Source: an optimization exercise on an open RTL-to-GDS flow (aim: small area, a short achievable clock period and few clock cycles per item). Production flows keep margins and buffers that such runs may drop. At most, simulation tests tie the RTL to the original design; equivalence was not proved. Power is estimated from default activity; no workload was simulated.

Setup of the reference run:
// fft_bitrev_buf
module fft_bitrev_buf
(
  input  logic clk,
  input  logic rst,
  input  logic din_vld,
  input  logic din_last,
  input  logic [9:0] din_re,
  input  logic [9:0] din_im,
  input  logic dout_rdy,
  output logic din_rdy,
  output logic dout_vld,
  output logic dout_last,
  output logic [5:0] dout_idx,
  output logic [9:0] dout_re,
  output logic [9:0] dout_im,
  output logic err_frame
);
export LEC_CHECK = 0
export CAP_MARGIN = 20
export CORE_MARGIN = 2
export CORE_UTILIZATION = 55
export CTS_BUF_LIST = sky130_fd_sc_hd__clkbuf_16
export CTS_CLUSTER_DIAMETER = 80
export CTS_CLUSTER_SIZE = 25
export SETUP_SLACK_MARGIN = 3.9
export SLEW_MARGIN = 20
export SYNTH_HIERARCHICAL = 1
create_clock -name core_clock -period 6.5 [get_ports {clk}]
run.sh (not shown) runs the stock make flow with config.mk's settings and CLKGATE_MAP_FILE= SYNTH_SCRIPT=/design/flow/synth_recipe.tcl, a recipe that flattens the netlist after the stock synthesis.
Testbench counts of the reference run, summed over its fixed seeds: cycles 19,909, samples 16,384.
Relative to the reference run, the following input files were edited for the trial run:
Settings: changing CORE_UTILIZATION from 55 to 60; changing SETUP_SLACK_MARGIN from 3.9 to 4.0.
==> summary.txt <==
The faster design of the two is the trial run; the reference run tops out lower.
Power per standard cell area essentially unchanged between the reference run and the trial run.
From the reference run to the trial run the numbers moved as follows: area of all placed cells without fillers about even, setup slack +0.025 ns.
When the final numbers for the trial run and the reference run were put side by side, the final cell utilization of the core turned out to be greater in the trial run.
The trial run reports a lower critical path arrival than the reference run does.
HPWL reported at the end of detailed placement: higher on the reference run
Going from the reference run to the trial run, number of tap cells inserted shrank by a little under 10%.
The trial run ends up with a non-clock buffer count that is 6 lower than in the reference run.
The global-route met1 utilization of the trial run exceeds that of the reference run by 1.0 points.

========
fft_bitrev_buf, a different RTL version from the one above (not shown whole).
Size in the first run: roughly 2800 cells after synthesis, roughly 1400 flip-flops, ~55 I/O pins, roughly 50000 µm² of cells after synthesis.
==> flow/config.mk <==
export PLATFORM = sky130hd
export DESIGN_NAME = fft_bitrev_buf
export DESIGN_NICKNAME = fft_bitrev_buf
export VERILOG_FILES = /design/flow/design.v
export SDC_FILE = /design/flow/constraint.sdc
export NUM_CORES = 4
export LEC_CHECK = 0
export CAP_MARGIN = 20
export CORE_MARGIN = 2
export CORE_UTILIZATION = 65
export CTS_BUF_LIST = sky130_fd_sc_hd__clkbuf_16
export CTS_CLUSTER_DIAMETER = 60
export CTS_CLUSTER_SIZE = 25
export SETUP_SLACK_MARGIN = 4.0
export SLEW_MARGIN = 20
==> flow/constraint.sdc <==
create_clock -name core_clock -period 6.5 [get_ports {clk}]
set_input_delay 1.3000 -clock core_clock [delete_from_list [all_inputs] [get_ports {clk}]]
set_output_delay 1.3000 -clock core_clock [all_outputs]
set_load 0.01 [all_outputs]
The first run finished with timing, DRC and antenna clean.
Then changed:
--- a/flow/config.mk
+++ b/flow/config.mk
@@ -10 +10 @@
-export CORE_UTILIZATION = 65
+export CORE_UTILIZATION = 55
@@ -12 +12 @@
-export CTS_CLUSTER_DIAMETER = 60
+export CTS_CLUSTER_DIAMETER = 80
=>
- The new run passed the timing, DRC and antenna checks
- power shrinks by a little under a tenth
- via count shrinks slightly
- synthesized cell count is unchanged
- die area grows by about a fifth
- final area shrinks slightly
- worst setup slack gets worse by 21 ps
- cell count grows by a few percent
- worst hold slack gets better by 14 ps
- utilization shrinks by 12 points
Function was not checked in any run of this note: the RTL went through the layout flow alone.

========
build 90:
fft_bitrev_buf, a different RTL version from the one above (not shown whole).
Size in the first run: about 50000 µm² of cells after synthesis.
Settings: LEC_CHECK=0, CAP_MARGIN=20, CORE_MARGIN=2, CORE_UTILIZATION=40, CTS_BUF_LIST=sky130_fd_sc_hd__clkbuf_16, CTS_CLUSTER_DIAMETER=80, CTS_CLUSTER_SIZE=25, SETUP_SLACK_MARGIN=4.0, SLEW_MARGIN=20; clock period 6.5 ns.
The final layout from build 90, which completed every stage, passed the timing, DRC and antenna checks at the end of the flow.
Testbench counts of build 90, summed over its fixed seeds: cycles 19,909, samples 16,384.
Relative to build 90, the following input files were edited for build 82:
- CORE_UTILIZATION now 55, was 40
Results
- Against build 90, build 82 comes in about 1.9% lower on cell area after layout.
- The run with more routed wire is build 90, not build 82.
- Share of total power in sequential cells (build 82 over build 90): increase, 0.5 points
- [build 82 vs build 90] clock group share of total power: lower in build 82
Here is what was changed in the inputs of build 23 compared with build 82.
- a change of CORE_UTILIZATION from 55 to 60
- a change of SETUP_SLACK_MARGIN from 4.0 to 3.9
Findings:
Build 23: full flow OK, the timing, DRC and antenna checks passed. The final reports for build 23 and build 82 show number of antenna violations at the first check in global routing lower in the former. [build 23] power fell 310 µW relative to build 82. For build 23, the slowest cell on the critical path was sky130_fd_sc_hd__a22oi_2, unlike build 82, where it was sky130_fd_sc_hd__dfxtp_4. In build 23, critical path depth is higher than in build 82.
What build 63 does differently from build 23 at the input level:
- SETUP_SLACK_MARGIN now 4.0, was 3.9
- CTS_CLUSTER_DIAMETER now 100, was 80
- CTS_CLUSTER_SIZE now 32, was 25
- CORE_UTILIZATION now 40, was 60
## What came out
- Higher average detailed-routed wire length per instance was reported by build 23, not build 63.
- Going from build 23 to build 63, the share of the core filled with cells in the final layout was found to have gone down by 21 points.
- For via count, build 63 and build 23 come out practically identical.

========
== run 1 ==
The RTL this note starts from:
==> flow/design.v <==
module fft_pingpong_mem
(
  input  logic        clk,
  input  logic        we,
  input  logic [5:0]  wr_addr,
  input  logic [19:0] wr_data,
  input  logic [7:0]  rd_hi,
  input  logic [7:0]  rd_lo,
  output logic [19:0] rd_data
);
  logic [19:0] mem [64];
  logic [19:0] grp [8];
  always_ff @(posedge clk) begin
    if (we)
      mem[wr_addr] <= wr_data;
  end
  always_comb begin
    for (int g = 0; g < 8; g++) begin
      grp[g] = '0;
      for (int l = 0; l < 8; l++)
        grp[g] = grp[g] | (mem[8*g+l] & {20{rd_lo[l]}});
    end
    rd_data = '0;
    for (int g = 0; g < 8; g++)
      rd_data = rd_data | (grp[g] & {20{rd_hi[g]}});
  end
endmodule
module fft_bitrev_buf
(
  input  logic clk,
  input  logic rst,
  input  logic din_vld,
  input  logic din_last,
  input  logic [9:0] din_re,
  input  logic [9:0] din_im,
  input  logic dout_rdy,
  output logic din_rdy,
  output logic dout_vld,
  output logic dout_last,
  output logic [5:0] dout_idx,
  output logic [9:0] dout_re,
  output logic [9:0] dout_im,
  output logic err_frame
);
  function automatic logic [5:0] bitrev(input logic [5:0] v);
    logic [5:0] r;
    for (int i = 0; i < 6; i++)
      r[i] = v[5-i];
    bitrev = r;
  endfunction
  function automatic logic [7:0] onehot3(input logic [2:0] v);
    onehot3 = 8'd1 << v;
  endfunction
  function automatic logic [5:0] rd_slot(input logic p, input logic [5:0] c);
    rd_slot = p ? c : bitrev(c);
  endfunction
  logic [19:0] in_data;     
  logic        in_vld;
  logic [5:0]  acc_cnt;     
  logic [5:0]  wr_cnt;      
  logic        wr_par;      
  logic        free_q;      
  logic        rdy_q;
  logic [5:0]  rd_cnt;      
  logic        rd_par;      
  logic [7:0]  rd_hi;       
  logic [7:0]  rd_lo;       
  logic [1:0]  n_full;      
  logic        vld_q;
  logic [19:0] out_data;
  logic [5:0]  out_idx;
  logic        out_last;
  logic        acc;
  logic        acc_wrap;
  logic        we;
  logic        wr_wrap;
  logic        ld;
  logic        ld_wrap;
  logic [19:0] rd_data;
  logic [5:0]  wr_addr;
  logic [5:0]  wr_cnt_n;
  logic        wr_par_n;
  logic [5:0]  rd_cnt_i;    
  logic        rd_par_i;
  logic [5:0]  slot_i;
  logic        free_h;      
  logic        free_l;      
  logic        free_n;
  logic        in_vld_n;
  assign din_rdy  = rdy_q;
  assign dout_vld = vld_q;
  assign acc      = din_vld & rdy_q;
  assign acc_wrap = (acc_cnt == 6'd63);
  assign we       = in_vld & free_q;
  assign wr_wrap  = (wr_cnt == 6'd63);
  assign ld       = (!vld_q | dout_rdy) & ((n_full != 2'd0) | (acc & acc_wrap));
  assign ld_wrap  = (rd_cnt == 6'd63);
  assign wr_addr  = wr_par ? bitrev(wr_cnt) : wr_cnt;
  fft_pingpong_mem u_mem (
    .clk     (clk),
    .we      (we),
    .wr_addr (wr_addr),
    .wr_data (in_data),
    .rd_hi   (rd_hi),
    .rd_lo   (rd_lo),
    .rd_data (rd_data)
  );
  always_comb begin
    wr_cnt_n = we ? wr_cnt + 6'd1 : wr_cnt;
    wr_par_n = (we & wr_wrap) ? ~wr_par : wr_par;
    rd_cnt_i = rd_cnt + 6'd1;
    rd_par_i = ld_wrap ? ~rd_par : rd_par;
    slot_i   = rd_slot(rd_par_i, rd_cnt_i);
    free_h   = (wr_par_n == rd_par)   || (wr_cnt_n < rd_cnt);
    free_l   = (wr_par_n == rd_par_i) || (wr_cnt_n < rd_cnt_i);
    free_n   = ld ? free_l : free_h;
    in_vld_n = rdy_q ? din_vld : in_vld;
  end
  always_ff @(posedge clk) begin
    if (rst) begin
      in_vld    <= 1'b0;
      acc_cnt   <= '0;
      wr_cnt    <= '0;
      wr_par    <= 1'b0;
      free_q    <= 1'b1;
      rdy_q     <= 1'b1;
      rd_cnt    <= '0;
      rd_par    <= 1'b0;
      rd_hi     <= 8'd1;
      rd_lo     <= 8'd1;
      n_full    <= '0;
      vld_q     <= 1'b0;
      err_frame <= 1'b0;
    end else begin
      in_vld  <= in_vld_n;
      wr_cnt  <= wr_cnt_n;
      wr_par  <= wr_par_n;
      free_q  <= free_n;
      rdy_q   <= !in_vld_n || free_n;
      if (ld) begin
        rd_cnt <= rd_cnt_i;
        rd_par <= rd_par_i;
        rd_hi  <= onehot3(slot_i[5:3]);
        rd_lo  <= onehot3(slot_i[2:0]);
      end
      n_full  <= n_full + 2'((acc & acc_wrap)) - 2'((ld & ld_wrap));
      if (acc) begin
        acc_cnt <= acc_cnt + 6'd1;
        if (din_last != acc_wrap)
          err_frame <= 1'b1;
      end
      if (ld)
        vld_q <= 1'b1;
      else if (dout_rdy)
        vld_q <= 1'b0;
    end
  end
  always_ff @(posedge clk) begin
    if (rdy_q)
      in_data <= {din_re, din_im};
  end
  always_ff @(posedge clk) begin
    if (rst) begin
      out_data <= '0;
      out_idx  <= '0;
      out_last <= 1'b0;
    end else if (ld) begin
      out_data <= rd_data;
      out_idx  <= bitrev(rd_cnt);
      out_last <= ld_wrap;
    end else if (dout_rdy) begin
      out_data <= '0;
      out_idx  <= '0;
      out_last <= 1'b0;
    end
  end
  assign dout_re   = out_data[19:10];
  assign dout_im   = out_data[9:0];
  assign dout_idx  = out_idx;
  assign dout_last = out_last;
endmodule
clock: 6.5 ns
lec_check: 0
cap_margin: 20
core_margin: 2
core_utilization: 40
setup_slack_margin: 3.9
slew_margin: 20
Run 1 | stages: all done | timing, DRC, antenna: all pass
Testbench counts of run 1, summed over its fixed seeds: cycles 19,909, samples 16,384.
Modified inputs, run 2 compared to run 1
- setting CTS_BUF_LIST to sky130_fd_sc_hd__clkbuf_16 for the first time
- setting CTS_CLUSTER_DIAMETER to 80 for the first time
- changing SETUP_SLACK_MARGIN from 3.9 to 4.1
- setting CTS_CLUSTER_SIZE to 25 for the first time
==> comparison <==
~same maximum buffer depth of the clock tree in run 2 and run 1
Relative to run 1, number of global-route vias before repair decreased by 900 in run 2.
In the flow results for run 2 and run 1, the total vias in the final route is larger on run 1.
There was hardly any difference in sequential logic power between run 2 and run 1.
Note that the post-cts resize count recorded for run 2 amounts to 1.20 times the value seen in run 1.
Between run 2 and run 1, it is run 2 whose weighted congestion at the end of routability-driven global placement is higher, by about 1.3%.
Sort run 2 and run 1 by number of clock buffer instances in the layout desc -> top: run 1
Run 2 packs its core more loosely than run 1.
Combined global-route utilization of all metal layers, run 2 and run 1, lower one = run 2.

what the ideal ports hide:
The flow's constraints put no driver on any port. The routed layouts listed below were extracted and timed again, unchanged, in two steps. Step 1 assumes that a clkbuf_16 drives the clock port and a buf_2 every other input. Step 2 adds t to the input delays and takes it off the output delays; t is the mean of the earliest and latest rising clock arrival at the registers after step 1. Input paths then give back, and output paths get back, about the clock's delay inside the block. a / b / c = ideal ports / drivers / drivers and shift; a / b = the first two.
run | t, ns | slack for setup (ns) | worst setup path after step 2 | worst data-port slew with drivers (ns)
the reference run | 0.747 | 3.863 / 3.849 / 3.571 | input to register | 0.03
the trial run | 0.728 | 3.888 / 3.888 / 3.491 | input to register | 0.04
the first run of note 2 | 0.723 | 3.938 / 3.906 / 3.465 | input to register | 0.06
the second run of note 2 | 0.753 | 3.917 / 3.842 / 3.493 | input to register | 0.07
build 90 | 0.744 | 3.938 / 3.877 / 3.383 | input to register | 0.04
build 82 | 0.718 | 3.951 / 3.877 / 3.418 | input to register | 0.04
build 23 | 0.742 | 3.855 / 3.855 / 3.412 | input to register | 0.04
build 63 | 0.758 | 3.901 / 3.858 / 3.369 | input to register | 0.04
run 1 | 0.817 | 3.833 / 3.816 / 3.066 | input to register | 0.04
run 2 | 0.731 | 3.950 / 3.874 / 3.550 | input to register | 0.04
After both steps setup and hold are still met in every run listed. For run 1, which loses most, drivers alone change the setup slack by -0.017 ns; drivers and shift together by -0.767 ns.
